From an optimization exercise on the open Yosys and OpenROAD flow, aimed at small area; shortcuts taken in it are not production practice.
Only simulation tests tie the RTL to the original design; equivalence was not proved.
No run shown here takes its clock network from TritonCTS; it comes from the design's own scripts or RTL.
The flow treats the clock pin as an ideal source. Dropping or thinning the clock tree relies on that and would not hold on a real chip.
Power and IR drop assume default switching activity.

<file path="flow/run.sh">
#!/bin/bash
# The standard layout (standard.sh), with these changes:
#  - synthesis maps the logic with an area-oriented ABC script (flow/abc.script,
#    run with eight seeds of its &deepsyn step, keeping the smallest result;
#    flow/synth.tcl is synth_recipe.tcl plus that one change), without the
#    platform's adder cells and the Kogge-Stone carry map;
#  - the port buffers are the smallest buffer cell;
#  - the clock port drives four clkbuf_8, each feeding a quarter of the
#    flip-flops (flow/pre_cts.tcl), in place of the clock tree synthesis;
#    the rest of the flow is unchanged.
set -euo pipefail
here=$(pwd)
export MY_ABC_SCRIPT=$here/flow/abc.script
export PRE_CTS_TCL=$here/flow/pre_cts.tcl
export BUFFER_PORTS_ARGS="-buffer_cell sky130_fd_sc_hd__buf_1"
sed -e "s#SYNTH_SCRIPT=[^ ]*#SYNTH_SCRIPT=$here/flow/synth.tcl ADDER_MAP_FILE= SYNTH_OPERATIONS_ARGS=-nofsm#" standard.sh > own.sh
bash own.sh > own.log 2>&1
</file>
<file path="flow/abc.script">
strash
&get -n
&deepsyn -T 20 -S @SEED@
&put
dch -f
amap -m -F 4 -A 8
</file>
<file path="flow/pre_cts.tcl">
# Clock distribution for this small design: the clock port drives 4
# clkbuf_8 buffers directly, each driving the clock pins of one group of
# flip-flops (the flip-flops split by position: halves by x, then by y),
# in place of the clock tree that clock_tree_synthesis would build.
# Sourced by ORFS's cts.tcl (PRE_CTS_TCL) before its clock_tree_synthesis
# call, which it then turns into a no-op; the rest of cts.tcl (placement
# legalisation, timing repair) runs as usual.
set block [ord::get_db_block]
set clk_net [$block findNet clk]
set master [[ord::get_db] findMaster sky130_fd_sc_hd__clkbuf_8]
set pins {}
foreach it [$clk_net getITerms] {
  set loc [[$it getInst] getLocation]
  lappend pins [list $it [lindex $loc 0] [lindex $loc 1]]
}
proc split_by { items idx } {
  set s [lsort -integer -index $idx $items]
  set h [expr {[llength $s] / 2}]
  return [list [lrange $s 0 [expr {$h - 1}]] [lrange $s $h end]]
}
set groups [list $pins]
if { 4 >= 2 } { set groups [split_by $pins 1] }
if { 4 >= 4 } {
  set g {}
  foreach grp $groups { foreach h [split_by $grp 2] { lappend g $h } }
  set groups $g
}
set k 0
foreach grp $groups {
  set buf [odb::dbInst_create $block $master clkbuf_leaf_$k]
  set net [odb::dbNet_create $block clknet_leaf_$k]
  $net setSigType CLOCK
  set xs 0
  set ys 0
  foreach p $grp {
    lassign $p it x y
    incr xs $x
    incr ys $y
    $it disconnect
    $it connect $net
  }
  [$buf findITerm A] connect $clk_net
  [$buf findITerm X] connect $net
  set n [llength $grp]
  $buf setLocation [expr {$xs / $n}] [expr {$ys / $n}]
  $buf setPlacementStatus PLACED
  puts "pre_cts: clkbuf_leaf_$k drives $n clock pins"
  incr k
}
rename clock_tree_synthesis orfs_clock_tree_synthesis
proc clock_tree_synthesis { args } {
  puts "clock_tree_synthesis skipped: clock buffered by pre_cts.tcl"
}
</file>
<file path="flow/synth.tcl">
# The standard flow's synthesis script (synth_recipe.tcl), with one change: the technology
# mapping is done by our own area-oriented ABC script (flow/abc.script), tried
# with a few random seeds of its &deepsyn step, keeping the smallest result.
proc synth {args} { yosys synth -nofsm -noshare {*}$args }
proc abc_area_now {} {
  set lib_args ""
  foreach lib $::env(LIB_FILES) { append lib_args "-liberty $lib " }
  set s [tee -q -s result.string stat {*}$lib_args]
  regexp {Chip area for module[^:]*: *([0-9.]+)} $s -> a
  return $a
}
proc abc {args} {
  set i [lsearch -exact $args -script]
  set fh [open $::env(MY_ABC_SCRIPT) r]
  set tmpl [read $fh]
  close $fh
  yosys design -save pre_abc
  set best -1
  foreach seed {0 1 2 3 4 5 6 7} {
    yosys design -load pre_abc
    set f $::env(RESULTS_DIR)/abc_seed$seed.script
    set fh [open $f w]
    puts $fh [string map [list @SEED@ $seed] $tmpl]
    close $fh
    set a2 [lreplace $args $i [expr {$i + 1}] -script $f]
    yosys abc {*}$a2
    set area [abc_area_now]
    puts "abc seed $seed: area $area"
    if { $best < 0 || $area < $best } {
      set best $area
      yosys design -save best_abc
    }
  }
  yosys design -load best_abc
  puts "abc: kept area $best"
}
source $::env(SCRIPTS_DIR)/synth.tcl
# left out here: clear keep_hierarchy, flatten, clean up, hide names made inside functions, write 1_2_yosys.v
</file>
<file path="standard.sh">
#!/bin/bash
# synth_recipe.tcl (not shown) runs the flow's synth.tcl, then flattens the netlist and writes it again
# the make line also repeats each setting of config.mk as NAME=value (left out here)
make -C /OpenROAD-flow-scripts/flow DESIGN_CONFIG=/design/flow/config.mk WORK_HOME=/design/flow/orfs CLKGATE_MAP_FILE= SYNTH_SCRIPT=/design/flow/synth_recipe.tcl "${@:-finish}"
</file>
<file path="config.mk">
export PLATFORM = sky130hd
export DESIGN_NAME = calendar_time_add_minutes
export DESIGN_NICKNAME = calendar_time_add_minutes
export VERILOG_FILES = /design/flow/design.v
export SDC_FILE = /design/flow/constraint.sdc
export NUM_CORES = 4
export LEC_CHECK = 0
export CAP_MARGIN = 20
export CORE_MARGIN = 2
export CORE_UTILIZATION = 40
export SLEW_MARGIN = 20
</file>
<file path="constraint.sdc">
create_clock -name core_clock -period 10.0 [get_ports {clk}]
set_input_delay 2.0000 -clock core_clock [delete_from_list [all_inputs] [get_ports {clk}]]
set_output_delay 2.0000 -clock core_clock [all_outputs]
set_load 0.01 [all_outputs]
</file>
<file path="design.v">
`default_nettype none
package cta_pkg;
    localparam int DAY_W    = 5;
    localparam int MONTH_W  = 4;
    localparam int YEAR_W   = 16;
    localparam int HOUR_W   = 5;
    localparam int MINUTE_W = 6;
    localparam int ADD_W    = 16;
    localparam logic [MINUTE_W-1:0] RESET_MINUTE = 6'd0;
    localparam logic [HOUR_W-1:0]   RESET_HOUR   = 5'd0;
    localparam logic [DAY_W-1:0]    RESET_DAY    = 5'd1;
    localparam logic [MONTH_W-1:0]  RESET_MONTH  = 4'd1;
    localparam logic [YEAR_W-1:0]   RESET_YEAR   = 16'd2000;
    localparam logic                RESET_Y25    = 1'b1;    
    localparam logic REQ_LOAD = 1'b0;
    localparam logic REQ_ADD  = 1'b1;
endpackage
`default_nettype wire
`default_nettype none
import cta_pkg::*;
module calendar_time_add_minutes #(
    parameter int MAX_ADD_MINUTES = 65535
) (
    input  wire logic                     clk,
    input  wire logic                     rst_n,
    input  wire logic                     cmd_valid,
    output wire logic                     cmd_ready,
    input  wire logic                     cmd_req_type,
    input  wire logic [cta_pkg::ADD_W-1:0]    cmd_add_minutes,
    input  wire logic [cta_pkg::DAY_W-1:0]    cmd_load_day,
    input  wire logic [cta_pkg::MONTH_W-1:0]  cmd_load_month,
    input  wire logic [cta_pkg::YEAR_W-1:0]   cmd_load_year,
    input  wire logic [cta_pkg::HOUR_W-1:0]   cmd_load_hour,
    input  wire logic [cta_pkg::MINUTE_W-1:0] cmd_load_minute,
    output wire logic                     rsp_valid,
    input  wire logic                     rsp_ready,
    output wire logic [cta_pkg::DAY_W-1:0]    rsp_out_day,
    output wire logic [cta_pkg::MONTH_W-1:0]  rsp_out_month,
    output wire logic [cta_pkg::YEAR_W-1:0]   rsp_out_year,
    output wire logic [cta_pkg::HOUR_W-1:0]   rsp_out_hour,
    output wire logic [cta_pkg::MINUTE_W-1:0] rsp_out_minute,
    output wire logic                     rsp_leap_flag,
    output wire logic [cta_pkg::DAY_W-1:0]    rsp_month_length
);
    logic [5:0]  min_q;
    logic [4:0]  hour_q;
    logic [4:0]  day_q;
    logic [3:0]  mon_q;
    logic [15:0] year_q;
    logic [4:0]  yres_q;      
    logic        y25_q;       
    logic        yc_q;        
    logic [8:0]  cnt_q;
    logic        rsp_valid_q;
    logic        work, is_add;
    logic        leap;
    logic [4:0]  mlen;
    assign leap = (year_q[1:0] == 2'd0) && (!y25_q || (year_q[3:2] == 2'd0));
    always_comb
    begin
        case (mon_q)
            4'd2:                      mlen = leap ? 5'd29 : 5'd28;
            4'd4, 4'd6, 4'd9, 4'd11:   mlen = 5'd30;
            default:                   mlen = 5'd31;
        endcase
    end
    logic [2:0] pass;
    logic [2:0] lsb;          
    logic       pulse;        
    logic       ok;           
    logic [3:0] bi;           
    logic [1:0] fld;          
    logic       rot, fin, op;
    assign work   = cmd_valid && !rsp_valid_q;
    assign is_add = (cmd_req_type == REQ_ADD);
    assign pass   = cnt_q[8:6];
    always_comb
    begin
        pulse = 1'b1;
        if (cnt_q[0])      lsb = 3'd0;
        else if (cnt_q[1]) lsb = 3'd1;
        else if (cnt_q[2]) lsb = 3'd2;
        else if (cnt_q[3]) lsb = 3'd3;
        else if (cnt_q[4]) lsb = 3'd4;
        else if (cnt_q[5]) lsb = 3'd5;
        else
        begin
            lsb   = 3'd0;
            pulse = 1'b0;
        end
    end
    always_comb
    begin
        ok  = 1'b0;
        bi  = 4'd0;
        fld = 2'd0;
        case ({pass, lsb})
            {3'd0, 3'd0}: begin ok = 1'b1; bi = 4'd5; fld = 2'd0; end
            {3'd0, 3'd1}: begin ok = 1'b1; bi = 4'd4; fld = 2'd0; end
            {3'd0, 3'd2}: begin ok = 1'b1; bi = 4'd3; fld = 2'd0; end
            {3'd0, 3'd3}: begin ok = 1'b1; bi = 4'd2; fld = 2'd0; end
            {3'd0, 3'd4}: begin ok = 1'b1; bi = 4'd1; fld = 2'd0; end
            {3'd0, 3'd5}: begin ok = 1'b1; bi = 4'd0; fld = 2'd0; end
            {3'd1, 3'd0}: begin ok = 1'b1; bi = 4'd9; fld = 2'd0; end
            {3'd1, 3'd1}: begin ok = 1'b1; bi = 4'd8; fld = 2'd0; end
            {3'd1, 3'd2}: begin ok = 1'b1; bi = 4'd7; fld = 2'd0; end
            {3'd1, 3'd3}: begin ok = 1'b1; bi = 4'd6; fld = 2'd0; end
            {3'd1, 3'd4}: begin ok = 1'b1; bi = 4'd7; fld = 2'd1; end
            {3'd1, 3'd5}: begin ok = 1'b1; bi = 4'd6; fld = 2'd1; end
            {3'd2, 3'd0}: begin ok = 1'b1; bi = 4'd13; fld = 2'd0; end
            {3'd2, 3'd1}: begin ok = 1'b1; bi = 4'd12; fld = 2'd0; end
            {3'd2, 3'd2}: begin ok = 1'b1; bi = 4'd11; fld = 2'd0; end
            {3'd2, 3'd3}: begin ok = 1'b1; bi = 4'd10; fld = 2'd0; end
            {3'd2, 3'd4}: begin ok = 1'b1; bi = 4'd11; fld = 2'd1; end
            {3'd2, 3'd5}: begin ok = 1'b1; bi = 4'd10; fld = 2'd1; end
            {3'd3, 3'd0}: begin ok = 1'b1; bi = 4'd11; fld = 2'd1; end
            {3'd3, 3'd1}: begin ok = 1'b1; bi = 4'd10; fld = 2'd1; end
            {3'd3, 3'd2}: begin ok = 1'b1; bi = 4'd15; fld = 2'd0; end
            {3'd3, 3'd3}: begin ok = 1'b1; bi = 4'd14; fld = 2'd0; end
            {3'd3, 3'd4}: begin ok = 1'b1; bi = 4'd15; fld = 2'd1; end
            {3'd3, 3'd5}: begin ok = 1'b1; bi = 4'd14; fld = 2'd1; end
            {3'd4, 3'd0}: begin ok = 1'b1; bi = 4'd14; fld = 2'd1; end
            {3'd4, 3'd1}: begin ok = 1'b1; bi = 4'd12; fld = 2'd1; end
            {3'd4, 3'd2}: begin ok = 1'b1; bi = 4'd9; fld = 2'd1; end
            {3'd4, 3'd3}: begin ok = 1'b1; bi = 4'd8; fld = 2'd1; end
            {3'd4, 3'd4}: begin ok = 1'b1; bi = 4'd12; fld = 2'd2; end
            {3'd4, 3'd5}: begin ok = 1'b1; bi = 4'd13; fld = 2'd2; end
            {3'd5, 3'd0}: begin ok = 1'b1; bi = 4'd15; fld = 2'd1; end
            {3'd5, 3'd1}: begin ok = 1'b1; bi = 4'd13; fld = 2'd1; end
            {3'd5, 3'd2}: begin ok = 1'b1; bi = 4'd14; fld = 2'd2; end
            {3'd5, 3'd3}: begin ok = 1'b1; bi = 4'd12; fld = 2'd1; end
            {3'd5, 3'd4}: begin ok = 1'b1; bi = 4'd13; fld = 2'd2; end
            {3'd5, 3'd5}: begin ok = 1'b1; bi = 4'd14; fld = 2'd2; end
            {3'd6, 3'd0}: begin ok = 1'b1; bi = 4'd15; fld = 2'd1; end
            {3'd6, 3'd1}: begin ok = 1'b1; bi = 4'd15; fld = 2'd2; end
            {3'd6, 3'd3}: begin ok = 1'b1; bi = 4'd15; fld = 2'd2; end
            {3'd6, 3'd4}: begin ok = 1'b1; bi = 4'd13; fld = 2'd2; end
            {3'd6, 3'd5}: begin ok = 1'b1; bi = 4'd14; fld = 2'd2; end
            default: begin ok = 1'b0; bi = 4'd0; fld = 2'd0; end
        endcase
    end
    assign rot       = (pass == 3'd7) && !cnt_q[4];
    assign fin       = (pass == 3'd7) && cnt_q[4];
    assign op        = is_add && pulse && ok && cmd_add_minutes[bi];
    assign cmd_ready = work && fin;
    logic inc_m, inc_h, inc_d, inc_mo, inc_y;
    assign inc_m  = work && op && (fld == 2'd0);
    assign inc_h  = (work && op && (fld == 2'd1)) || (inc_m && (min_q == 6'd59));
    assign inc_d  = (work && op && (fld == 2'd2)) || (inc_h && (hour_q == 5'd23));
    assign inc_mo = inc_d && (day_q == mlen);
    assign inc_y  = inc_mo && (mon_q == 4'd12);
    logic       sbit;
    logic [4:0] r0, rh;
    logic [4:0] rn;
    assign sbit = is_add ? (year_q[0] ^ yc_q) : cmd_load_year[cnt_q[3:0]];
    always_comb
    begin
        r0 = yres_q;
        rh = r0[0] ? 5'((6'(r0) + 6'd25) >> 1) : (r0 >> 1);
        rn = (rh == 5'd24 && sbit) ? 5'd0 : rh + 5'(sbit);
    end
    logic [3:0] lmon;
    logic [4:0] lday;
    logic       load;
    assign load = work && !is_add;
    always_comb
    begin
        if (cmd_load_month == 4'd0)
            lmon = 4'd1;
        else if (cmd_load_month > 4'd12)
            lmon = 4'd12;
        else
            lmon = cmd_load_month;
        if (cmd_load_day == 5'd0)
            lday = 5'd1;
        else if (cmd_load_day > mlen)
            lday = mlen;
        else
            lday = cmd_load_day;
    end
    always_ff @(posedge clk or negedge rst_n)
    begin
        if (!rst_n)
            rsp_valid_q <= 1'b0;
        else if (cmd_ready)
            rsp_valid_q <= 1'b1;
        else if (rsp_ready)
            rsp_valid_q <= 1'b0;
    end
    always_ff @(posedge clk)
    begin
        if (!rst_n)
        begin
            min_q       <= RESET_MINUTE;
            hour_q      <= RESET_HOUR;
            day_q       <= RESET_DAY;
            mon_q       <= RESET_MONTH;
        end
        else
        begin
            if (load)
            begin
                min_q  <= (cmd_load_minute > 6'd59) ? 6'd59 : cmd_load_minute;
                hour_q <= (cmd_load_hour > 5'd23) ? 5'd23 : cmd_load_hour;
                mon_q  <= lmon;
                if (fin)
                    day_q <= lday;
            end
            else
            begin
                if (inc_m)
                    min_q <= (min_q == 6'd59) ? 6'd0 : min_q + 6'd1;
                if (inc_h)
                    hour_q <= (hour_q == 5'd23) ? 5'd0 : hour_q + 5'd1;
                if (inc_d)
                    day_q <= (day_q == mlen) ? 5'd1 : day_q + 5'd1;
                if (inc_mo)
                    mon_q <= (mon_q == 4'd12) ? 4'd1 : mon_q + 4'd1;
            end
        end
    end
    always_ff @(posedge clk)
    begin
        if (!work || fin)
            cnt_q <= '0;
        else
            cnt_q <= cnt_q + 9'd1;
        yres_q <= rot ? rn : 5'd0;
        if (!work)
            yc_q <= 1'b0;
        else if (rot)
            yc_q <= year_q[0] & yc_q;
        else if (inc_y)
            yc_q <= 1'b1;
    end
    always_ff @(posedge clk)
    begin
        if (!rst_n)
        begin
            year_q <= RESET_YEAR;
            y25_q  <= RESET_Y25;
        end
        else if (work && rot)
        begin
            year_q <= {sbit, year_q[15:1]};
            if (cnt_q[3:0] == 4'd15)
                y25_q <= (rn == 5'd0);
        end
    end
    assign rsp_valid        = rsp_valid_q;
    assign rsp_out_day      = day_q;
    assign rsp_out_month    = mon_q;
    assign rsp_out_year     = year_q;
    assign rsp_out_hour     = hour_q;
    assign rsp_out_minute   = min_q;
    assign rsp_leap_flag    = leap;
    assign rsp_month_length = mlen;
endmodule
`default_nettype wire
</file>
==> impl_metrics.tcl, run 1 <==
set metrics [dict create \
    ant_nets 0 \
    die_area_um2 7509 \
    path_max_fanout 5 \
    grt_antenna_before_repair 0 \
    irDropWorstVdd_uv 124.2 \
    die_w_um 86.66 \
    yosysTopAreaCell "dfxtp_1" \
    cp.arrival_ps 6280 \
    crit_slowest_cell "o32ai_1" \
    max_stage_delay_ps 520 \
    critPathCaptureType "flip-flop" \
    maxSlewHeadroom_pct 44.19 \
    status "complete, no violations" \
    cts_repair_resize_count 0 \
    drt-initial-drc-count 141 \
    cts_setup_buffers 0 \
    synth_edf_count 0 \
    grt_pass1_vias 2624 \
    drv_cap 0 \
    cp.required_ps 10080 \
    power_frac_clock_pct 24.8 \
    fp.dieH_um 86.66 \
    vias 2929 \
    drv_slew 0 \
    grt_pass1_wl_um 11610 \
    synthFlopType "dfxtp_1" \
    startpoint_type "flip-flop" \
    grt_max_degree 17 \
    switchingPower_uw 96.86 \
    final.fill_count 704 \
    p_leak_uw 0.001010 \
    final-hold-violation-count 0 \
    p_per_area_nw_per_um2 115.0 \
    synthToLayoutAreaGrowth_pct 18.45 \
    syn_avg_cell_area_um2 7.346 \
    intPower_uw 275.4 \
    firstDrtPassIters 4 \
    gr-total-overflow 0 \
    wl_per_cell_um 13.18 \
    clock_skew_ps 14.79 \
    clkTransAtPathRegs_ps 90 \
    layout-drive-gt1-share_pct 0.8475 \
    path_class "reg2reg" \
    ys_seq_elements 53 \
    synth.area.top_cells "dfxtp_1, clkinv_1, nor2_1" \
    fin_setup_tns_ps 0 \
    pwr-share-seq_pct 59.9 \
    fp-row-count 30 \
    worst_pin_slew_ps 830.8 \
    path_common_cell "clkinv_1" \
    yosysSeqAreaShare_pct 39.01 \
    port_buffers 97 \
    start_util_pct 40.67 \
    clk_latency_ps 150 \
    comb_power_share_pct 15.3 \
    syn_inst 372 \
    synth_top_area_share_pct 38.10 \
    rsz0062_at_grt "false" \
    yosys_warnings 1 \
    synth_area_um2 2733 \
    ios 101 \
    routed_wirelength_um 7277 \
    synth.distinct_cells 41 \
    min_period_ps 6204 \
    drcViolationCount 0 \
    routed_via_density 5.306 \
    placed_area_um2 3182 \
    fin_crit_sh_pct 62.04 \
    nets 531 \
    switching_share_pct 26.02 \
    hold_class "reg2reg" \
    cts_hold_buf 0 \
    max_freq_ghz 0.1612 \
    seq_area_um2 1066 \
    fin_area_um2 3237 \
    gp_congestion 0.8812 \
    core_area_um2 6719 \
    ys_async_sr_fraction_pct 1.887 \
    setup_viol 0 \
    dp_hpwl_um 5864 \
    diodes 0 \
    multi_input_comb_area_um2 1366 \
    gr-usage-all-layers_pct 18.45 \
]
## final timing paths
check,start,endpoint,slack [ps],cells past startpoint
max,cnt_q[2],day_q[4],3800,30
min,year_q[11],year_q[11],480,2
max reg2reg,cnt_q[2],day_q[4],3800,30
min reg2reg,year_q[11],year_q[11],480,2
max in group asynchronous,rst_n,rsp_valid_q,8010,1
min in group asynchronous,rst_n,rsp_valid_q,1730,1
## cells by family after synthesis
group           share of synthesized area, %
simple gates                           19.14
compound gates                         30.45
buf+inv                                11.26
flops                                  39.01
other cells                           0.1372
## cell type report
cell class	count	area share, %
buffer	4	1.701
inverter	76	8.813
timing repair buffer	97	11.25
multi-input combinational	242	42.21
tap	80	3.092
sequential	53	32.93
## Yosys cell counts, drive strengths merged, types with 3 or more instances
cell / n
a21oi: 15
o21a: 4
o221ai: 4
nor3: 17
clkinv: 76
nand2b: 3
nand2: 23
a31oi: 5
o22a: 9
o32ai: 8
nand3: 5
buf: 3
a222oi: 6
o22ai: 18
o21ai: 23
dfxtp: 52
nor2: 60
a211oi: 6
a311oi: 4
## power by group through the flow
stage	sequential [uW]	combinational [uW]	clock [uW]
6_report	223	56.9	92.5
5_1_grt	224	63.8	102
4_1_cts	228	56.9	68.4
3_5_place_dp	228	56.5	0
3_3_place_gp	228	56.7	0
2_1_floorplan	229	33.4	0
## layout by cell type (no fill, tap or decap), types with 5 or more instances in the layout
master / count
buf_1: 97
clkinv_1: 76
nor2_1: 60
dfxtp_1: 52
nand2_1: 23
o21ai_0: 22
o22ai_1: 18
nor3_1: 17
a21oi_1: 15
o22a_1: 9
o32ai_1: 8
a211oi_1: 6
a222oi_1: 6
nand3_1: 5
a31oi_1: 5
## routing by layer
metal / GRT usage, % / vias to the layer above / part of all wire (%)
met5: 0 / - / 0
met3: 2.286 / 5 / 6.0
met4: 1.563 / 0 / 0.96
met1: 25.87 / 1306 / 48
met2: 31.68 / 87 / 45
li1: - / 1531 / -
## flip-flops by register name (all words and copies together) (netlist names)
signal and cells:
y25_q 1, cnt_q 9, yc_q 1, mon_q 4
year_q 16, yres_q 5, hour_q 5, rsp_valid_q 1
min_q 6, day_q 5
## stage by stage
step	instances	total power, uW	util [%]	worst slack, ps	hold WS (ps)
2_1_floorplan	374	262.2	-	4914	451.0
3_3_place_gp	548	284.4	47.36	4314	459.5
3_5_place_dp	548	284.4	47.36	3963	467.9
4_1_cts	552	353.2	48.18	3938	476.1
5_1_grt	552	389.9	48.18	2998	510.1
6_report	552	372.3	48.18	3796	481.2
## worst max-delay path: cells and delay by family, from the launching register on
kind                   cells  cell delay (ps)
and+or+nand+nor           11             2330
buffers and inverters      5              810
AOI/OAI and AO/OA         14             2620
DFF                        1              360
==> run 2: changes to the inputs <==
--- a/design.v
+++ b/design.v
@@ -221,7 +221,7 @@
     end
     always_ff @(posedge clk)
     begin
-        if (!work || fin)
+        if (!work)
             cnt_q <= '0;
         else
             cnt_q <= cnt_q + 9'd1;
==> run 2 against run 1 <==
- combinational power fell by about 10%
- fmax up 25%
- first-iteration DRC count shrank 17%
- global-route usage fell by 0.47 points
- sequential share of layout area rose by 0.089 points
- critical path type is now in2out
==> impl_metrics.tcl, run 2 <==
set metrics [dict create \
    clk_latency_ps 150 \
    fin_util_pct 48.31 \
    rsz0062_at_grt "false" \
    ant_nets 0 \
    grt_max_degree 19 \
    grt_pass1_vias 2610 \
    reg2reg_from "cnt_q[0]" \
    synth.area.top_cells "dfxtp_1, clkinv_1, nor2_1" \
    fp-row-count 30 \
    final-hold-violation-count 0 \
    layout_common_cells "buf_1, clkinv_1, nor2_1, dfxtp_1, o21ai_0" \
    ys_async_sr_fraction_pct 1.887 \
    vias 2934 \
    cts_repair_resize_count 0 \
    wl_met1_um 3365 \
    syn_avg_cell_area_um2 7.352 \
    startpoint_type "primary input" \
    cp.required_ps 8000 \
    cts_setup_buffers 0 \
    routed_wirelength_um 6931 \
    intPower_uw 271.4 \
    top_regs "year_q x16, cnt_q x9, min_q x6" \
    clkTransAtPathRegs_ps 90 \
    fin_crit_sh_pct 49.75 \
    synthFlopType "dfxtp_1" \
    power_frac_clock_pct 25.0 \
    synth_edf_count 0 \
    irDropWorstVdd_uv 97.30 \
    yosysSeqAreaShare_pct 39.19 \
    fin_setup_tns_ps 0 \
    dp_hpwl_um 5388 \
    layout.cells.non_filler 550 \
    top_layer "met4" \
    synth.cells.most_frequent "clkinv_1, nor2_1, dfxtp_1" \
    gr-total-overflow 0 \
    setup_viol 0 \
    firstDrtPassIters 4 \
    cts_hold_buf 0 \
    die_w_um 86.47 \
    dp_cells 546 \
    start_util_pct 40.71 \
    path_class "in2out" \
    pwr-share-seq_pct 60.8 \
    drv_slew 0 \
    gp_congestion 0.8703 \
    drv_cap 0 \
    wl_per_cell_um 12.60 \
    synth_top_area_share_pct 38.27 \
    p_per_area_nw_per_um2 111.8 \
    diodes 0 \
    hold_class "reg2reg" \
    ios 101 \
    grt_pass1_wl_um 11480 \
    comb_power_share_pct 14.2 \
    max_freq_ghz 0.2010 \
    p_leak_uw 0.0009961 \
    path_max_fanout 15 \
    nets 529 \
    max_flop_register "year_q" \
    switchingPower_uw 89.50 \
    synth_area_um2 2720 \
    grt_antenna_before_repair 0 \
    yosysTopAreaCell "dfxtp_1" \
    synth.distinct_cells 42 \
    synthToLayoutAreaGrowth_pct 18.68 \
    switching_share_pct 24.80 \
    cp.arrival_ps 2970 \
    syn_inst 370 \
    fp.dieH_um 86.47 \
    ys_seq_elements 53 \
    drcViolationCount 0 \
    dr_wl_met3_um 357 \
    min_period_ps 4975 \
    drt-initial-drc-count 117 \
    maxSlewHeadroom_pct 56.53 \
    worst_pin_slew_ps 652.0 \
    clock_skew_ps 13.57 \
    hp-start "cnt_q[5]" \
    final_common_cell "buf_1" \
    worst_hold_slack_ps 474.5 \
    crit_start "cmd_valid" \
    yosysMostFrequentCell "clkinv_1" \
    gr-usage-all-layers_pct 17.98 \
    yosys_warnings 1 \
    core_area_um2 6681 \
    layout-drive-gt1-share_pct 1.064 \
    status "complete, no violations" \
    die_area_um2 7476 \
    port_buffers 97 \
    largest_register_ffs 16 \
    routed_via_density 5.335 \
    route.met2.wl_um 3131 \
    critPathCaptureType "output port" \
]
-- run 2: cell types whose count changed in the layout (fill, tap and decap cells not counted), sizes merged, moves of 3 or more --
cell    delta
a211oi     +3
a222oi     -3
a311oi     -3
a31oi      -3
clkinv     -5
nand3      +3
nor2       -3
nor3       +3
o211ai     +3
-- run 2: power by group through the flow --
stage | Sequential [uW] | Clock, uW | Combinational, uW
after floorplan | 225 | 0 | 30.6
after global placement | 224 | 0 | 50.4
after detailed placement | 224 | 0 | 50.7
after CTS | 225 | 68.4 | 51.0
after global routing | 220 | 103 | 58.0
final | 220 | 90.3 | 51.1
-- run 2: final cells by class --
| class | instances | area, um^2 |
|---|---|---|
| Tap cell | 80 | 100.1 |
| Multi-Input combinational cell | 245 | 1376 |
| Inverter | 71 | 266.5 |
| Fill cell | 704 | 3453 |
| Timing Repair Buffer | 97 | 364.1 |
| Sequential cell | 53 | 1066 |
| Buffer | 4 | 55.05 |
-- run 2: worst max-delay path: stages --
cell     delay [ps]
buf_1            60
nand2_1         310
nor3_1          400
buf_1           190
-- run 2: path summary, 6_finish.rpt --
kind                                     to  slack, ps  depth (start not counted)
worst max-delay path              cmd_ready       5030                          4
worst min-delay path               cnt_q[5]        470                          2
worst max register to register     day_q[3]       5210                         21
worst min register to register     cnt_q[5]        470                          2
max in group asynchronous       rsp_valid_q       8000                          1
min in group asynchronous       rsp_valid_q       1730                          1
-- run 2: logic make-up after synthesis --
family,Yosys count,share of synthesized area (%)
other,1,0.1379
AO/OA/AOI/OAI,120,30.59
flip-flops,53,39.19
AND/OR/NAND/NOR,122,19.46
buffers and inverters,74,10.63
-- run 2: through the flow --
stage	total power, uW	area (um^2)	worst slack [ps]
6_report	360.9	3228	5025
3_5_place_dp	275.2	3169	4959
2_1_floorplan	255.7	2728	5422
3_3_place_gp	274.8	3169	5070
4_1_cts	344.0	3224	4960
5_1_grt	381.4	3228	4427
-- run 2: metal layers --
metal  vias up  GRT usage (%)
met5         -              0
met4         0          2.273
met3         6         0.7619
met2        88          31.05
met1      1306          25.70
li1       1534              -
==> run 3: changes to the inputs <==
--- a/flow/run.sh
+++ b/flow/run.sh
@@ -1,7 +1,7 @@
 #!/bin/bash
 # The standard layout (standard.sh), with these changes:
 #  - synthesis maps the logic with an area-oriented ABC script (flow/abc.script,
-#    run with eight seeds of its &deepsyn step, keeping the smallest result;
+#    run with sixteen seeds of its &deepsyn step, keeping the smallest result;
 #    flow/synth.tcl is synth_recipe.tcl plus that one change), without the
 #    platform's adder cells and the Kogge-Stone carry map;
 #  - the port buffers are the smallest buffer cell;
--- a/flow/synth.tcl
+++ b/flow/synth.tcl
@@ -1,6 +1,6 @@
 # The standard flow's synthesis script (synth_recipe.tcl), with one change: the technology
 # mapping is done by our own area-oriented ABC script (flow/abc.script), tried
-# with a few random seeds of its &deepsyn step, keeping the smallest result.
+# with sixteen random seeds of its &deepsyn step, keeping the smallest result.
 proc synth {args} { yosys synth -nofsm -noshare {*}$args }
 proc abc_area_now {} {
   set lib_args ""
@@ -16,7 +16,7 @@
   close $fh
   yosys design -save pre_abc
   set best -1
-  foreach seed {0 1 2 3 4 5 6 7} {
+  foreach seed {0 1 2 3 4 5 6 7 8 9 10 11 12 13 14 15} {
     yosys design -load pre_abc
     set f $::env(RESULTS_DIR)/abc_seed$seed.script
     set fh [open $f w]
==> run 3 against run 2 <==
- combinational power hardly changed
- via count did not move
- final cell count did not move
==> impl_metrics.tcl, run 3 <==
set metrics [dict create \
    clock_skew_ps 13.57 \
    diodes 0 \
    yosysMostFrequentCell "clkinv_1" \
    start_util_pct 40.71 \
    startpoint_type "primary input" \
    comb_power_share_pct 14.2 \
    gr-total-overflow 0 \
    fin_setup_tns_ps 0 \
    final.fill_count 704 \
    yosysSeqAreaShare_pct 39.19 \
    dp_hpwl_um 5388 \
    fin_crit_sh_pct 49.75 \
    p_leak_uw 0.0009961 \
    gp_congestion 0.8703 \
    path_class "in2out" \
    synthFlopType "dfxtp_1" \
    largest_register_ffs 16 \
    cp_top_family "simple AND/OR/NAND/NOR gates" \
    intPower_uw 271.4 \
    yosysTopAreaCell "dfxtp_1" \
    synth_edf_count 0 \
    hold_class "reg2reg" \
    die_w_um 86.47 \
    final_common_cell "buf_1" \
    max_flop_register "year_q" \
    syn_avg_cell_area_um2 7.352 \
    drcViolationCount 0 \
    max_stage_delay_ps 400 \
    cts_hold_buf 0 \
    drv_slew 0 \
    cts_setup_buffers 0 \
    fp.dieH_um 86.47 \
    routed_wirelength_um 6931 \
    cp.arrival_ps 2970 \
    crit_slowest_cell "nor3_1" \
    ys_async_sr_fraction_pct 1.887 \
    syn_inst 370 \
    path_max_fanout 15 \
    grt_pass1_vias 2610 \
    crit_start "cmd_valid" \
    vias 2934 \
    clk_latency_ps 150 \
    min_period_ps 4975 \
    synth.distinct_cells 42 \
    p_per_area_nw_per_um2 111.8 \
    max_freq_ghz 0.2010 \
    ys_seq_elements 53 \
    power_frac_clock_pct 25.0 \
    maxSlewHeadroom_pct 56.53 \
    core_area_um2 6681 \
    ios 101 \
    switchingPower_uw 89.50 \
    wl_per_cell_um 12.60 \
    drv_cap 0 \
    port_buffers 97 \
    yosys_warnings 1 \
    path_common_cell "buf_1" \
    hp-start "cnt_q[5]" \
    crit_chain "buf_1 -> nand2_1 -> nor3_1 -> buf_1" \
    synth.area.top_cells "dfxtp_1, clkinv_1, nor2_1" \
    synth.cells.most_frequent "clkinv_1, nor2_1, dfxtp_1" \
    die_area_um2 7476 \
    reg2reg_from "cnt_q[0]" \
    layout_common_cells "buf_1, clkinv_1, nor2_1, dfxtp_1, o21ai_0" \
    firstDrtPassIters 4 \
    synth_area_um2 2720 \
    pwr-share-seq_pct 60.8 \
    routed_via_density 5.335 \
    gr-usage-all-layers_pct 17.98 \
    critPathCaptureType "output port" \
    cp.required_ps 8000 \
    switching_share_pct 24.80 \
    top_regs "year_q x16, cnt_q x9, min_q x6" \
    clkTransAtPathRegs_ps 90 \
    grt_antenna_before_repair 0 \
    fin_util_pct 48.31 \
    layout-drive-gt1-share_pct 1.064 \
    cts_repair_resize_count 0 \
    grt_pass1_wl_um 11480 \
    worst_pin_slew_ps 652.0 \
    setup_viol 0 \
    irDropWorstVdd_uv 97.30 \
    drt-initial-drc-count 117 \
    final-hold-violation-count 0 \
    worst-path-buf-inv 2 \
    status "complete, no violations" \
    nets 529 \
    fp-row-count 30 \
    synth_top_area_share_pct 38.27 \
    rsz0062_at_grt "false" \
    grt_max_degree 19 \
    synthToLayoutAreaGrowth_pct 18.68 \
    ant_nets 0 \
]
run 3: power by group through the flow:
stage / combinational (uW) / clock (uW) / sequential (uW)
5_1_grt: 58.0 / 103 / 220
3_5_place_dp: 50.7 / 0 / 224
6_report: 51.1 / 90.3 / 220
2_1_floorplan: 30.6 / 0 / 225
3_3_place_gp: 50.4 / 0 / 224
4_1_cts: 51.0 / 68.4 / 225
run 3: path summary, 6_finish.rpt:
kind                       slack (ps)  cells after the start     endpoint
min                               470                      2     cnt_q[5]
max reg2reg                      5210                     21     day_q[3]
max in group asynchronous        8000                      1  rsp_valid_q
min in group asynchronous        1730                      1  rsp_valid_q
min reg2reg                       470                      2     cnt_q[5]
max                              5030                      4    cmd_ready
run 3: cell families after synthesis:
group	synth area share [%]
other	0.1379
and+or+nand+nor	19.46
AOI/OAI and AO/OA	30.59
DFF	39.19
buffers and inverters	10.63
run 3: metal layers:
metal / wire length (um) / share of wire, % / track usage (%)
met4: 77 / 1.1 / 2.273
met5: 0 / 0 / 0
met2: 3131 / 45 / 31.05
met1: 3365 / 49 / 25.70
met3: 357 / 5.2 / 0.7619
run 3: cell type report:
cell class | instances | area, um^2 | area share (%)
sequential | 53 | 1066 | 33.02
tap | 80 | 100.1 | 3.101
timing repair buffer | 97 | 364.1 | 11.28
buffer | 4 | 55.05 | 1.705
multi-input combinational | 245 | 1376 | 42.64
inverter | 71 | 266.5 | 8.256
run 3: tightest hold or removal path: stages, from the launching register on:
cell,delay (ps)
dfxtp_1,310
clkinv_1,60
a211oi_1,60
run 3: through the flow:
step | total power, uW | hold WS [ps] | area, um^2 | worst slack [ps] | std cells
finish | 360.9 | 474.5 | 3228 | 5025 | 550
global route | 381.4 | 497.7 | 3228 | 4427 | 550
CTS | 344.0 | 468.9 | 3224 | 4960 | 550
detailed placement | 275.2 | 464.2 | 3169 | 4959 | 546
global placement | 274.8 | 456.7 | 3169 | 5070 | 546
floorplan | 255.7 | 443.1 | 2728 | 5422 | 372
==> run 4: changes to the inputs <==
--- a/flow/run.sh
+++ b/flow/run.sh
@@ -1,7 +1,7 @@
 #!/bin/bash
 # The standard layout (standard.sh), with these changes:
 #  - synthesis maps the logic with an area-oriented ABC script (flow/abc.script,
-#    run with sixteen seeds of its &deepsyn step, keeping the smallest result;
+#    run with eight seeds of its &deepsyn step, keeping the smallest result;
 #    flow/synth.tcl is synth_recipe.tcl plus that one change), without the
 #    platform's adder cells and the Kogge-Stone carry map;
 #  - the port buffers are the smallest buffer cell;
--- a/flow/pre_cts.tcl
+++ b/flow/pre_cts.tcl
@@ -1,6 +1,6 @@
-# Clock distribution for this small design: the clock port drives 4
+# Clock distribution for this small design: the clock port drives 3
 # clkbuf_8 buffers directly, each driving the clock pins of one group of
-# flip-flops (the flip-flops split by position: halves by x, then by y),
+# flip-flops (the flip-flops split by position into thirds by x),
 # in place of the clock tree that clock_tree_synthesis would build.
 # Sourced by ORFS's cts.tcl (PRE_CTS_TCL) before its clock_tree_synthesis
 # call, which it then turns into a no-op; the rest of cts.tcl (placement
@@ -18,13 +18,10 @@
   set h [expr {[llength $s] / 2}]
   return [list [lrange $s 0 [expr {$h - 1}]] [lrange $s $h end]]
 }
-set groups [list $pins]
-if { 4 >= 2 } { set groups [split_by $pins 1] }
-if { 4 >= 4 } {
-  set g {}
-  foreach grp $groups { foreach h [split_by $grp 2] { lappend g $h } }
-  set groups $g
-}
+# three groups: thirds by x
+set s [lsort -integer -index 1 $pins]
+set n3 [expr {([llength $s] + 2) / 3}]
+set groups [list [lrange $s 0 [expr {$n3 - 1}]] [lrange $s $n3 [expr {2 * $n3 - 1}]] [lrange $s [expr {2 * $n3}] end]]
 set k 0
 foreach grp $groups {
   set buf [odb::dbInst_create $block $master clkbuf_leaf_$k]
--- a/flow/synth.tcl
+++ b/flow/synth.tcl
@@ -1,6 +1,6 @@
 # The standard flow's synthesis script (synth_recipe.tcl), with one change: the technology
 # mapping is done by our own area-oriented ABC script (flow/abc.script), tried
-# with sixteen random seeds of its &deepsyn step, keeping the smallest result.
+# with a few random seeds of its &deepsyn step, keeping the smallest result.
 proc synth {args} { yosys synth -nofsm -noshare {*}$args }
 proc abc_area_now {} {
   set lib_args ""
@@ -16,7 +16,7 @@
   close $fh
   yosys design -save pre_abc
   set best -1
-  foreach seed {0 1 2 3 4 5 6 7 8 9 10 11 12 13 14 15} {
+  foreach seed {0 1 2 3 4 5 6 7} {
     yosys design -load pre_abc
     set f $::env(RESULTS_DIR)/abc_seed$seed.script
     set fh [open $f w]
==> run 4 against run 3 <==
- area after synthesis down 0.60%
- global-route usage about the same
- clock power down 6.5%
- fmax down 3.6%
- routed wire length down 1.1%
- cell area down 1.2%
- via count down 0.72%
- final cell count down 1.6%
- flip-flop and latch count unchanged
- still clean
- sequential share of layout area up 0.39 points
- critical path type is now in2reg
- hold slack better by 6.3 ps
- first-iteration DRC count down 38%
==> impl_metrics.tcl, run 4 <==
set metrics [dict create \
    status "complete, no violations" \
    r2r_cells 22 \
    die_w_um 86.22 \
    crit_end "day_q[1]" \
    vias 2913 \
    max_stage_delay_ps 470 \
    max_flop_register "year_q" \
    layout-drive-gt1-share_pct 0.6466 \
    gr-usage-all-layers_pct 17.94 \
    p_leak_uw 0.001011 \
    reg2reg_slack_ps 4940 \
    drcViolationCount 0 \
    min_period_ps 5158 \
    fin_area_um2 3191 \
    use_met3_pct 1.238 \
    syn_inst 365 \
    dp_cells 538 \
    crit_chain "buf_1 -> nand2_1 -> clkinv_1 -> o2111ai_1 -> nor4_1 -> clkinv_1 -> nor3_1 -> and3_1 -> nand2_1 -> clkinv_1 -> a32oi_1 -> o21ai_0 -> clkinv_1 -> nor3_1 -> clkinv_1 -> a221oi_1 -> a221o_1" \
    top_regs "year_q x16, cnt_q x9, min_q x6" \
    drv_slew 0 \
    path_class "in2reg" \
    largest_register_ffs 16 \
    die_area_um2 7433 \
    fin_crit_sh_pct 51.58 \
    wl_per_cell_um 12.67 \
    final_common_cell "buf_1" \
    grt_max_degree 19 \
    cts_setup_buffers 0 \
    ios 101 \
    startpoint_type "primary input" \
    crit_start "cmd_valid" \
    crit_slowest_cell "nor4_1" \
    clk_latency_ps 170 \
    path_common_cell "clkinv_1" \
    use_met2_pct 30.09 \
    cts_hold_buf 0 \
    drt-initial-drc-count 73 \
    final.fill_count 696 \
    layout_common_cells "buf_1, clkinv_1, nor2_1, dfxtp_1, o21ai_0" \
    fin_util_pct 49.40 \
    worst_pin_slew_ps 646.7 \
    grt_pass1_wl_um 11410 \
    fp-row-count 29 \
    routed_via_density 5.384 \
    fin_setup_tns_ps 0 \
    yosysSeqAreaShare_pct 39.43 \
    port_buffers 97 \
    placed_area_um2 3149 \
    syn_avg_cell_area_um2 7.408 \
    clock_skew_ps 10.40 \
    drv_cap 0 \
    rsz0062_at_grt "false" \
    grt_antenna_before_repair 0 \
    final-hold-violation-count 0 \
    grt_pass1_vias 2509 \
    synth.cells.most_frequent "clkinv_1, nor2_1, dfxtp_1" \
    synth.area.top_cells "dfxtp_1, clkinv_1, nor2_1" \
    grtUsageMet1_pct 26.58 \
    nets 523 \
    critPathCaptureType "flip-flop" \
    synth.distinct_cells 43 \
    ys_seq_elements 53 \
    ys_async_sr_fraction_pct 1.887 \
    synth_area_um2 2704 \
    gr-total-overflow 0 \
    irDropWorstVdd_uv 102.6 \
    synth_edf_count 0 \
    seq_area_um2 1066 \
    diodes 0 \
    ant_nets 0 \
    routed_wirelength_um 6856 \
    synthFlopType "dfxtp_1" \
    max_freq_ghz 0.1939 \
    cts_repair_resize_count 0 \
    synth_top_area_share_pct 38.50 \
    gp_congestion 0.8087 \
    firstDrtPassIters 4 \
    yosysTopAreaCell "dfxtp_1" \
    synthToLayoutAreaGrowth_pct 18.00 \
    cp.arrival_ps 5280 \
    hold_class "reg2reg" \
    fin_ws_ps 4842 \
    r2r_end "day_q[1]" \
    core_area_um2 6459 \
    start_util_pct 41.86 \
    yosys_warnings 1 \
    cp_top_family "simple AND/OR/NAND/NOR gates" \
    cp_num_cells 17 \
    maxSlewHeadroom_pct 55.77 \
    layout.cells.non_filler 541 \
    cp.required_ps 10120 \
    yosysMostFrequentCell "clkinv_1" \
    worst-path-buf-inv 6 \
    reg2reg_from "cnt_q[0]" \
    setup_viol 0 \
    multi_input_comb_area_um2 1364 \
    dp_hpwl_um 5470 \
    pre_cts_slack_ps 4702 \
    busiest_layer "met2" \
    clkTransAtPathRegs_ps 120 \
    fp.dieH_um 86.22 \
    p_per_area_nw_per_um2 111.1 \
    path_max_fanout 13 \
]
run 4: changes by cell type after synthesis, moves of 3 or more:
cell,previous run,this run
nor3_1,20,12
nor2_1,57,63
nand3_1,8,4
a22o_1,0,3
o221ai_1,6,3
o32ai_1,7,10
run 4: layer usage:
layer / vias to the layer above / wire length [um]
li1: 1516 / -
met1: 1315 / 3384
met2: 79 / 3040
met3: 3 / 386
met4: 0 / 45
met5: - / 0
run 4: cells by family (layout without fill, tap and decap cells):
logic type             Yosys count  count (layout)  share of synthesized area, %
other                            1               3                        0.1387
AND/OR/NAND/NOR                120             120                         19.20
AO/OA/AOI/OAI                  119             119                         30.82
buffers and inverters           72             169                         10.41
flip-flops                      53              53                         39.43
run 4: report_power, final:
group	total, uW	switching [uW]	internal, uW
logic	50.5	30.6	20.0
clock network	84.4	56.3	28.1
registers	220	4.17	215
run 4: per-stage QoR:
step / total power, uW / hold WS [ps]
5_1_grt: 371.1 / 507.6
4_1_cts: 334.6 / 465.1
6_report: 354.5 / 480.7
2_1_floorplan: 256.0 / 443.4
3_5_place_dp: 274.7 / 465.9
3_3_place_gp: 274.5 / 455.3
run 4: worst min-delay path by stage:
stage	start	end	slack, ps	cells past startpoint
after detailed placement	year_q[6]	year_q[5]	470	2
after global routing	year_q[4]	year_q[3]	510	2
after floorplan	cnt_q[5]	cnt_q[5]	440	1
after CTS	year_q[6]	year_q[5]	470	2
final	year_q[6]	year_q[5]	480	2
after global placement	year_q[6]	year_q[5]	460	2
run 4: worst reg2reg max path: stages (launching register included):
cell,delay (ps)
dfxtp_1,380
nor2_1,340
clkinv_1,320
nor3_1,300
nor2_1,60
o22ai_1,460
o22ai_1,140
o32a_1,300
nor2_1,100
nor3_1,60
nor4_1,360
clkinv_1,160
nor3_1,260
and3_1,250
nand2_1,80
clkinv_1,90
a32oi_1,130
o21ai_0,150
clkinv_1,120
nor3_1,390
clkinv_1,170
a221oi_1,260
a221o_1,150
run 4: layout make-up:
| cell class | count | share of cell area (%) |
|---|---|---|
| inverter | 69 | 8.118 |
| buffer | 3 | 1.294 |
| timing repair buffer | 97 | 11.41 |
| multi-input combinational | 242 | 42.75 |
| sequential | 53 | 33.41 |
| tap | 77 | 3.020 |
==> run 5: changes to the inputs <==
--- a/flow/run.sh
+++ b/flow/run.sh
@@ -1,9 +1,10 @@
 #!/bin/bash
 # The standard layout (standard.sh), with these changes:
-#  - synthesis maps the logic with an area-oriented ABC script (flow/abc.script,
-#    run with eight seeds of its &deepsyn step, keeping the smallest result;
-#    flow/synth.tcl is synth_recipe.tcl plus that one change), without the
-#    platform's adder cells and the Kogge-Stone carry map;
+#  - synthesis maps the logic with area-oriented ABC scripts (flow/abc.script
+#    and flow/abc_nf.script, each run with twelve seeds of its &deepsyn step,
+#    keeping the smallest result; flow/synth.tcl is synth_recipe.tcl plus that
+#    one change), without the platform's adder cells and the Kogge-Stone
+#    carry map;
 #  - the port buffers are the smallest buffer cell;
 #  - the clock port drives four clkbuf_8, each feeding a quarter of the
 #    flip-flops (flow/pre_cts.tcl), in place of the clock tree synthesis;
==> flow/abc_nf.script (new file) <==
strash
&get -n
&deepsyn -T 20 -S @SEED@
&nf -p -R 1000
&put
--- a/flow/pre_cts.tcl
+++ b/flow/pre_cts.tcl
@@ -1,6 +1,6 @@
-# Clock distribution for this small design: the clock port drives 3
+# Clock distribution for this small design: the clock port drives 4
 # clkbuf_8 buffers directly, each driving the clock pins of one group of
-# flip-flops (the flip-flops split by position into thirds by x),
+# flip-flops (the flip-flops split by position: halves by x, then by y),
 # in place of the clock tree that clock_tree_synthesis would build.
 # Sourced by ORFS's cts.tcl (PRE_CTS_TCL) before its clock_tree_synthesis
 # call, which it then turns into a no-op; the rest of cts.tcl (placement
@@ -18,10 +18,13 @@
   set h [expr {[llength $s] / 2}]
   return [list [lrange $s 0 [expr {$h - 1}]] [lrange $s $h end]]
 }
-# three groups: thirds by x
-set s [lsort -integer -index 1 $pins]
-set n3 [expr {([llength $s] + 2) / 3}]
-set groups [list [lrange $s 0 [expr {$n3 - 1}]] [lrange $s $n3 [expr {2 * $n3 - 1}]] [lrange $s [expr {2 * $n3}] end]]
+set groups [list $pins]
+if { 4 >= 2 } { set groups [split_by $pins 1] }
+if { 4 >= 4 } {
+  set g {}
+  foreach grp $groups { foreach h [split_by $grp 2] { lappend g $h } }
+  set groups $g
+}
 set k 0
 foreach grp $groups {
   set buf [odb::dbInst_create $block $master clkbuf_leaf_$k]
==> flow/synth.tcl (replaced) <==
# The standard flow's synthesis script (synth_recipe.tcl), with one change: the technology
# mapping is done by our own area-oriented ABC scripts (flow/abc.script, which
# maps with amap, and flow/abc_nf.script, which maps with &nf), each tried with
# twelve random seeds of its &deepsyn step, keeping the smallest result.
proc synth {args} { yosys synth -nofsm -noshare {*}$args }
proc abc_area_now {} {
  set lib_args ""
  foreach lib $::env(LIB_FILES) { append lib_args "-liberty $lib " }
  set s [tee -q -s result.string stat {*}$lib_args]
  regexp {Chip area for module[^:]*: *([0-9.]+)} $s -> a
  return $a
}
proc abc {args} {
  set i [lsearch -exact $args -script]
  set tmpls {}
  foreach name {abc.script abc_nf.script} {
    set fh [open [file join [file dirname $::env(MY_ABC_SCRIPT)] $name] r]
    lappend tmpls [read $fh]
    close $fh
  }
  yosys design -save pre_abc
  set best -1
  foreach seed {0 1 2 3 4 5 6 7 8 9 10 11} {
    foreach tmpl $tmpls k {0 1} {
      yosys design -load pre_abc
      set f $::env(RESULTS_DIR)/abc_seed${seed}_$k.script
      set fh [open $f w]
      puts $fh [string map [list @SEED@ $seed] $tmpl]
      close $fh
      set a2 [lreplace $args $i [expr {$i + 1}] -script $f]
      yosys abc {*}$a2
      set area [abc_area_now]
      puts "abc seed $seed script $k: area $area"
      if { $best < 0 || $area < $best } {
        set best $area
        yosys design -save best_abc
      }
    }
  }
  yosys design -load best_abc
  puts "abc: kept area $best"
}
source $::env(SCRIPTS_DIR)/synth.tcl
# left out here: clear keep_hierarchy, flatten, clean up, hide names made inside functions, write 1_2_yosys.v
==> run 5 against run 4 <==
- flip-flop and latch count is the same
- worst setup slack gained 450 ps
- global-route usage is 0.62 points lower
- register-to-register slack better by 1100 ps
- area after synthesis rose by 0.28%
- largest cell class unchanged
- critical endpoint is now cmd_ready
- critical path depth fell by 12
- clock skew rose by 1.9 ps
- cell area up 0.78%
- fmax is 9.6% higher
- synthesized cell count fell by 8.8%
- total power up 2.9%
- still clean on timing, DRC and antenna
==> impl_metrics.tcl, run 5 <==
set metrics [dict create \
    drcViolationCount 0 \
    status "complete, no violations" \
    gr-usage-all-layers_pct 17.32 \
    ios 101 \
    max_stage_delay_ps 240 \
    start_util_pct 40.58 \
    grt_antenna_before_repair 0 \
    synth.distinct_cells 44 \
    critPathCaptureType "output port" \
    synth_edf_count 0 \
    core_area_um2 6681 \
    syn_inst 333 \
    cts_repair_resize_count 0 \
    final_common_cell "buf_1" \
    path_common_cell "buf_1" \
    pre_cts_slack_ps 5285 \
    path_class "in2out" \
    ys_seq_elements 53 \
    fp-row-count 30 \
    worst_pin_slew_ps 868.0 \
    grt_max_degree 15 \
    final-hold-violation-count 0 \
    routed_via_density 5.452 \
    diodes 0 \
    fp.dieH_um 86.33 \
    yosysSeqAreaShare_pct 39.32 \
    syn_avg_cell_area_um2 8.142 \
    cp.required_ps 8000 \
    yosysTopAreaCell "dfxtp_1" \
    drv_cap 0 \
    maxSlewHeadroom_pct 42.01 \
    grt_pass1_vias 2434 \
    grt_pass1_wl_um 11130 \
    cp.arrival_ps 2700 \
    cts_setup_buffers 0 \
    dp_hpwl_um 5326 \
    gr-total-overflow 0 \
    layout-drive-gt1-share_pct 0.9238 \
    max_freq_ghz 0.2126 \
    firstDrtPassIters 4 \
    port_buffers 97 \
    die_area_um2 7453 \
    gp_congestion 0.8182 \
    fin_ws_ps 5296 \
    yosys_warnings 1 \
    synth_top_area_share_pct 38.39 \
    crit_slowest_cell "nor2b_1" \
    worst_hold_slack_ps 492.5 \
    clock_skew_ps 12.35 \
    routed_wirelength_um 6830 \
    drt-initial-drc-count 127 \
    fin_setup_tns_ps 0 \
    hold_class "reg2reg" \
    synthToLayoutAreaGrowth_pct 18.60 \
    synth_area_um2 2711 \
    synthFlopType "dfxtp_1" \
    p_leak_uw 0.001089 \
    largest_register_ffs 16 \
    clk_latency_ps 150 \
    ant_nets 0 \
    fin_crit_sh_pct 47.04 \
    cts_hold_buf 0 \
    max_flop_register "year_q" \
    synth.area.top_cells "dfxtp_1, nand2_1, nor2_1" \
    startpoint_type "primary input" \
    synth.cells.most_frequent "dfxtp_1, nand2_1, nor2_1" \
    yosysMostFrequentCell "dfxtp_1" \
    die_w_um 86.33 \
    ys_async_sr_fraction_pct 1.887 \
    min_period_ps 4704 \
    vias 2797 \
    crit_chain "buf_1 -> nor2b_1 -> nand3b_1 -> clkinv_1 -> buf_1" \
    nets 492 \
    drv_slew 0 \
    layout_common_cells "buf_1, dfxtp_1, nand2_1, nor2_1, o21ai_0" \
    finalPower_uw 364.7 \
    path_max_fanout 4 \
    fin_util_pct 48.13 \
    p_per_area_nw_per_um2 113.4 \
    rsz0062_at_grt "false" \
    setup_viol 0 \
    top_regs "year_q x16, cnt_q x9, min_q x6" \
    irDropWorstVdd_uv 73.60 \
    wl_per_cell_um 13.31 \
    clkTransAtPathRegs_ps 80 \
]
## run 5: path summary, 6_finish.rpt
kind / from / endpoint / slack, ps / cells past startpoint
worst max register to register: cnt_q[0] / mon_q[3] / 6050 / 16
min in group asynchronous: rst_n / rsp_valid_q / 1790 / 1
worst min-delay path: y25_q / y25_q / 490 / 2
worst max-delay path: cmd_valid / cmd_ready / 5300 / 5
max in group asynchronous: rst_n / rsp_valid_q / 7870 / 1
worst min register to register: y25_q / y25_q / 490 / 2
## run 5: report_power, final
| part | switching, uW | total (uW) | leakage (uW) | internal [uW] |
|---|---|---|---|---|
| logic | 30.4 | 52.1 | 0.000624 | 21.8 |
| registers | 5.89 | 221 | 0.000436 | 215 |
| clock network | 54.5 | 91.3 | 0.0000288 | 36.8 |
## run 5: logic make-up after synthesis
group                  share of synthesized area, %
AND/OR/NAND/NOR                               27.14
AO/OA/AOI/OAI                                 28.29
flip-flops                                    39.32
XOR/XNOR                                      3.230
buffers and inverters                         1.523
multiplexers                                 0.3692
other                                        0.1383
## run 5: per-layer routing
metal | routed length [um] | GRT usage [%]
met1 | 3499 | 25.96
met2 | 3003 | 28.60
met3 | 266 | 0.9524
met4 | 61 | 1.563
met5 | 0 | 0
## run 5: worst max-delay path, delay by kind of cell
family,cells,cell delay [ps]
AND/OR/NAND/NOR,2,410
buffers and inverters,3,300
## run 5: per-stage QoR
step                instances  area (um^2)
floorplan                 335         2719
global placement          509         3161
detailed placement        509         3161
CTS                       513         3216
global route              513         3216
finish                    513         3216
## run 5: cell type report
cell class / instances / area (um^2)
Buffer: 4 / 55.05
Tap cell: 80 / 100.1
Multi-Input combinational cell: 274 / 1612
Timing Repair Buffer: 97 / 364.1
Sequential cell: 53 / 1066
Fill cell: 698 / 3466
Inverter: 5 / 18.77
==> run 6: changes to the inputs <==
==> flow/run.sh (replaced) <==
#!/bin/bash
# The standard layout (standard.sh), with these changes:
#  - synthesis maps the logic with area-oriented ABC scripts (flow/abc*.script,
#    each run with ten seeds of its &deepsyn step, keeping the smallest
#    result; flow/synth.tcl is synth_recipe.tcl plus that one change), without
#    the platform's adder cells and the Kogge-Stone carry map;
#  - the port buffers are the smallest buffer cell;
#  - the clock port drives four clkbuf_8, each feeding a quarter of the
#    flip-flops (flow/pre_cts.tcl), in place of the clock tree synthesis;
#    the rest of the flow is unchanged.
set -euo pipefail
here=$(pwd)
export MY_ABC_SCRIPT=$here/flow/abc.script
export PRE_CTS_TCL=$here/flow/pre_cts.tcl
export BUFFER_PORTS_ARGS="-buffer_cell sky130_fd_sc_hd__buf_1"
sed -e "s#SYNTH_SCRIPT=[^ ]*#SYNTH_SCRIPT=$here/flow/synth.tcl ADDER_MAP_FILE= SYNTH_OPERATIONS_ARGS=-nofsm#" standard.sh > own.sh
bash own.sh > own.log 2>&1
==> flow/abc_am.script (new file) <==
strash
&get -n
&deepsyn -T 20 -S @SEED@
&put
amap -m -F 4 -A 8
==> flow/abc_dnf.script (new file) <==
strash
&get -n
&deepsyn -T 20 -S @SEED@
&dch -f
&nf -p -R 1000
&put
--- a/flow/synth.tcl
+++ b/flow/synth.tcl
@@ -1,7 +1,7 @@
 # The standard flow's synthesis script (synth_recipe.tcl), with one change: the technology
-# mapping is done by our own area-oriented ABC scripts (flow/abc.script, which
-# maps with amap, and flow/abc_nf.script, which maps with &nf), each tried with
-# twelve random seeds of its &deepsyn step, keeping the smallest result.
+# mapping is done by our own area-oriented ABC scripts (flow/abc*.script, which
+# map with amap or &nf, with or without structural choices), each tried with
+# ten random seeds of its &deepsyn step, keeping the smallest result.
 proc synth {args} { yosys synth -nofsm -noshare {*}$args }
 proc abc_area_now {} {
   set lib_args ""
@@ -13,15 +13,15 @@
 proc abc {args} {
   set i [lsearch -exact $args -script]
   set tmpls {}
-  foreach name {abc.script abc_nf.script} {
+  foreach name {abc.script abc_nf.script abc_dnf.script abc_am.script} {
     set fh [open [file join [file dirname $::env(MY_ABC_SCRIPT)] $name] r]
     lappend tmpls [read $fh]
     close $fh
   }
   yosys design -save pre_abc
   set best -1
-  foreach seed {0 1 2 3 4 5 6 7 8 9 10 11} {
-    foreach tmpl $tmpls k {0 1} {
+  foreach seed {0 1 2 3 4 5 6 7 8 9} {
+    foreach tmpl $tmpls k {0 1 2 3} {
       yosys design -load pre_abc
       set f $::env(RESULTS_DIR)/abc_seed${seed}_$k.script
       set fh [open $f w]
==> run 6 against run 5 <==
- first-iteration DRC count unchanged
- global-route usage up 0.48 points
- area after synthesis down 0.74%
- flip-flop and latch count unchanged
- sequential power about the same
- final cell count unchanged
- core utilization up 1.6 points
- clock skew down 7.1 ps
- die area down 0.71%
- critical path type unchanged
- highest routed layer unchanged
==> impl_metrics.tcl, run 6 <==
set metrics [dict create \
    yosys_warnings 1 \
    die_w_um 86.03 \
    layout.cells.non_filler 513 \
    intPower_uw 273.1 \
    gr-usage-all-layers_pct 17.80 \
    routed_via_density 5.474 \
    cts_repair_resize_count 0 \
    drcViolationCount 0 \
    crit_slowest_cell "buf_1" \
    max_stage_delay_ps 150 \
    pre_cts_slack_ps 5411 \
    switchingPower_uw 88.82 \
    worst_hold_slack_ps 497.7 \
    clock_skew_ps 5.247 \
    synthToLayoutAreaGrowth_pct 18.60 \
    gr-total-overflow 0 \
    switching_share_pct 24.54 \
    cp.required_ps 8000 \
    cts_setup_buffers 0 \
    synth_edf_count 0 \
    reg2reg_from "cnt_q[0]" \
    dp_hpwl_um 5357 \
    max_flop_register "year_q" \
    setup_viol 0 \
    firstDrtPassIters 4 \
    fp.dieH_um 86.03 \
    maxSlewHeadroom_pct 44.42 \
    ys_async_sr_fraction_pct 1.887 \
    yosysSeqAreaShare_pct 39.61 \
    path_class "in2out" \
    worst_pin_slew_ps 826.1 \
    layout-drive-gt1-share_pct 0.9174 \
    grt_max_degree 16 \
    dp_cells 509 \
    whs_endpoint "year_q[15]" \
    p_leak_uw 0.001072 \
    ant_nets 0 \
    die_area_um2 7400 \
    hold_class "reg2reg" \
    yosysMostFrequentCell "dfxtp_1" \
    fin_crit_sh_pct 44.71 \
    syn_avg_cell_area_um2 8.010 \
    min_period_ps 4471 \
    synth_area_um2 2691 \
    largest_register_ffs 16 \
    clk_latency_ps 150 \
    clkTransAtPathRegs_ps 80 \
    synth.distinct_cells 45 \
    r2r_end "hour_q[4]" \
    cp.arrival_ps 2470 \
    fin_ws_ps 5529 \
    diodes 0 \
    synth_top_area_share_pct 38.68 \
    start_util_pct 41.91 \
    grt_pass1_wl_um 11320 \
    p_per_area_nw_per_um2 113.4 \
    drv_slew 0 \
    port_buffers 97 \
    status "complete, no violations" \
    drt-initial-drc-count 127 \
    r2r_cells 16 \
    critPathCaptureType "output port" \
    whs_path_depth 2 \
    gp_congestion 0.7972 \
    vias 2808 \
    top_regs "year_q x16, cnt_q x9, min_q x6" \
    irDropWorstVdd_uv 61.84 \
    final_common_cell "buf_1" \
    fin_setup_tns_ps 0 \
    startpoint_type "primary input" \
    wl_per_cell_um 13.38 \
    synth.area.top_cells "dfxtp_1, nand2_1, nor2_1" \
    cts_hold_buf 0 \
    ys_seq_elements 53 \
    rsz0062_at_grt "false" \
    path_common_cell "buf_1" \
    nets 495 \
    synthFlopType "dfxtp_1" \
    synth.cells.most_frequent "dfxtp_1, nand2_1, nor2_1" \
    fp-row-count 29 \
    core_area_um2 6422 \
    power_frac_clock_pct 24.8 \
    layout_common_cells "buf_1, dfxtp_1, nand2_1, nor2_1, a21oi_1" \
    yosysTopAreaCell "dfxtp_1" \
    routed_wirelength_um 6864 \
    pwr-share-seq_pct 61.1 \
    crit_chain "buf_1 -> nand4_1 -> clkinv_1 -> buf_1" \
    grt_pass1_vias 2446 \
    path_max_fanout 3 \
    drv_cap 0 \
    max_freq_ghz 0.2236 \
    fin_util_pct 49.70 \
    comb_power_share_pct 14.1 \
    grt_antenna_before_repair 0 \
    hp-start "year_q[15]" \
    final-hold-violation-count 0 \
    ios 101 \
    syn_inst 336 \
    reg2reg_slack_ps 5750 \
]
-- run 6: cell types whose count changed after synthesis, sizes merged, moves of 3 or more --
cell,previous run,this run
a21oi,19,25
a22o,13,9
a22oi,3,6
nor2,33,38
nor2b,11,7
xor2,3,0
-- run 6: final cells by class --
| class | instances | area (um^2) |
|---|---|---|
| multi-input combinational | 275 | 1584 |
| fill | 657 | 3231 |
| buffer | 4 | 55.05 |
| inverter | 7 | 26.28 |
| tap | 77 | 96.34 |
| timing repair buffer | 97 | 364.1 |
| sequential | 53 | 1066 |
-- run 6: how the worst max path moves through the flow --
stage / from / slack (ps) / to
floorplan: cmd_valid / 5790 / cmd_ready
global placement: cmd_valid / 5530 / cmd_ready
detailed placement: cmd_valid / 5410 / hour_q[4]
CTS: cmd_valid / 5410 / hour_q[4]
global route: cmd_valid / 5290 / hour_q[4]
finish: cmd_valid / 5530 / cmd_ready
-- run 6: per-layer routing --
layer	vias to the layer above	GRT usage (%)	wire length [um]
met5	-	0	0
met4	0	2.742	115
met3	10	1.251	351
met2	70	29.18	3054
met1	1263	26.09	3343
li1	1465	-	-
-- run 6: cells by family (layout without fill, tap and decap cells) --
kind of cell,Yosys count,in the layout,synth area share (%)
and+or+nand+nor,152,152,26.41
AOI/OAI and AO/OA,110,110,28.73
DFF,53,53,39.61
buffers and inverters,10,108,1.813
xor gates and xnor gates,9,9,2.929
other,1,3,0.1393
muxes,1,1,0.3719
-- run 6: power groups by stage --
stage               combinational (uW)  clock (uW)  sequential, uW
finish                            51.0        89.6             221
global placement                  50.8           0             226
floorplan                         31.0           0             226
CTS                               51.1        68.4             226
global route                      58.1         103             222
detailed placement                50.8           0             226
-- run 6: per-stage QoR --
step	power [uW]	instance area, um^2
after floorplan	257.4	2699
after global placement	276.8	3137
after detailed placement	277.0	3137
after CTS	345.8	3192
after global routing	382.8	3192
final	362.0	3192
-- run 6: critical path: cells and delay by family --
family,cells,cell delay [ps]
AND/OR/NAND/NOR,1,140
buffers and inverters,3,340

-- afterwards: timing with drivers on the ports --
The results above use ideal ports. As a check the final layouts listed here were re-extracted and re-timed, cells and wires unchanged.
Step 1: set_driving_cell puts a clkbuf_16 on clk and a buf_2 on each other input, an assumption about the parent block.
Step 2 moves the port delays by t, midway between the first and last clock arrival at a register: inputs arrive t later, outputs are due t later. That takes back most of the time a late clock gives input paths.
Three values: ideal ports, drivers, drivers and shift; two values: the first two.
run | t, ns | slack for setup (ns) | hold WS [ns]
run 1 | 0.199 | 3.796 / 3.796 / 3.796 | 0.481 / 0.481 / 0.481
run 2 | 0.199 | 5.025 / 5.000 / 4.913 | 0.474 / 0.474 / 0.474
run 3 | 0.199 | 5.025 / 5.000 / 4.913 | 0.474 / 0.474 / 0.474
run 4 | 0.213 | 4.842 / 4.869 / 4.655 | 0.481 / 0.481 / 0.481
run 5 | 0.199 | 5.296 / 5.274 / 5.274 | 0.492 / 0.492 / 0.492
run 6 | 0.200 | 5.529 / 5.488 / 5.353 | 0.498 / 0.498 / 0.498
After both steps every run listed still meets setup and hold. For run 4, which loses most, drivers alone change the setup slack by +0.027 ns; drivers and shift together by -0.187 ns.
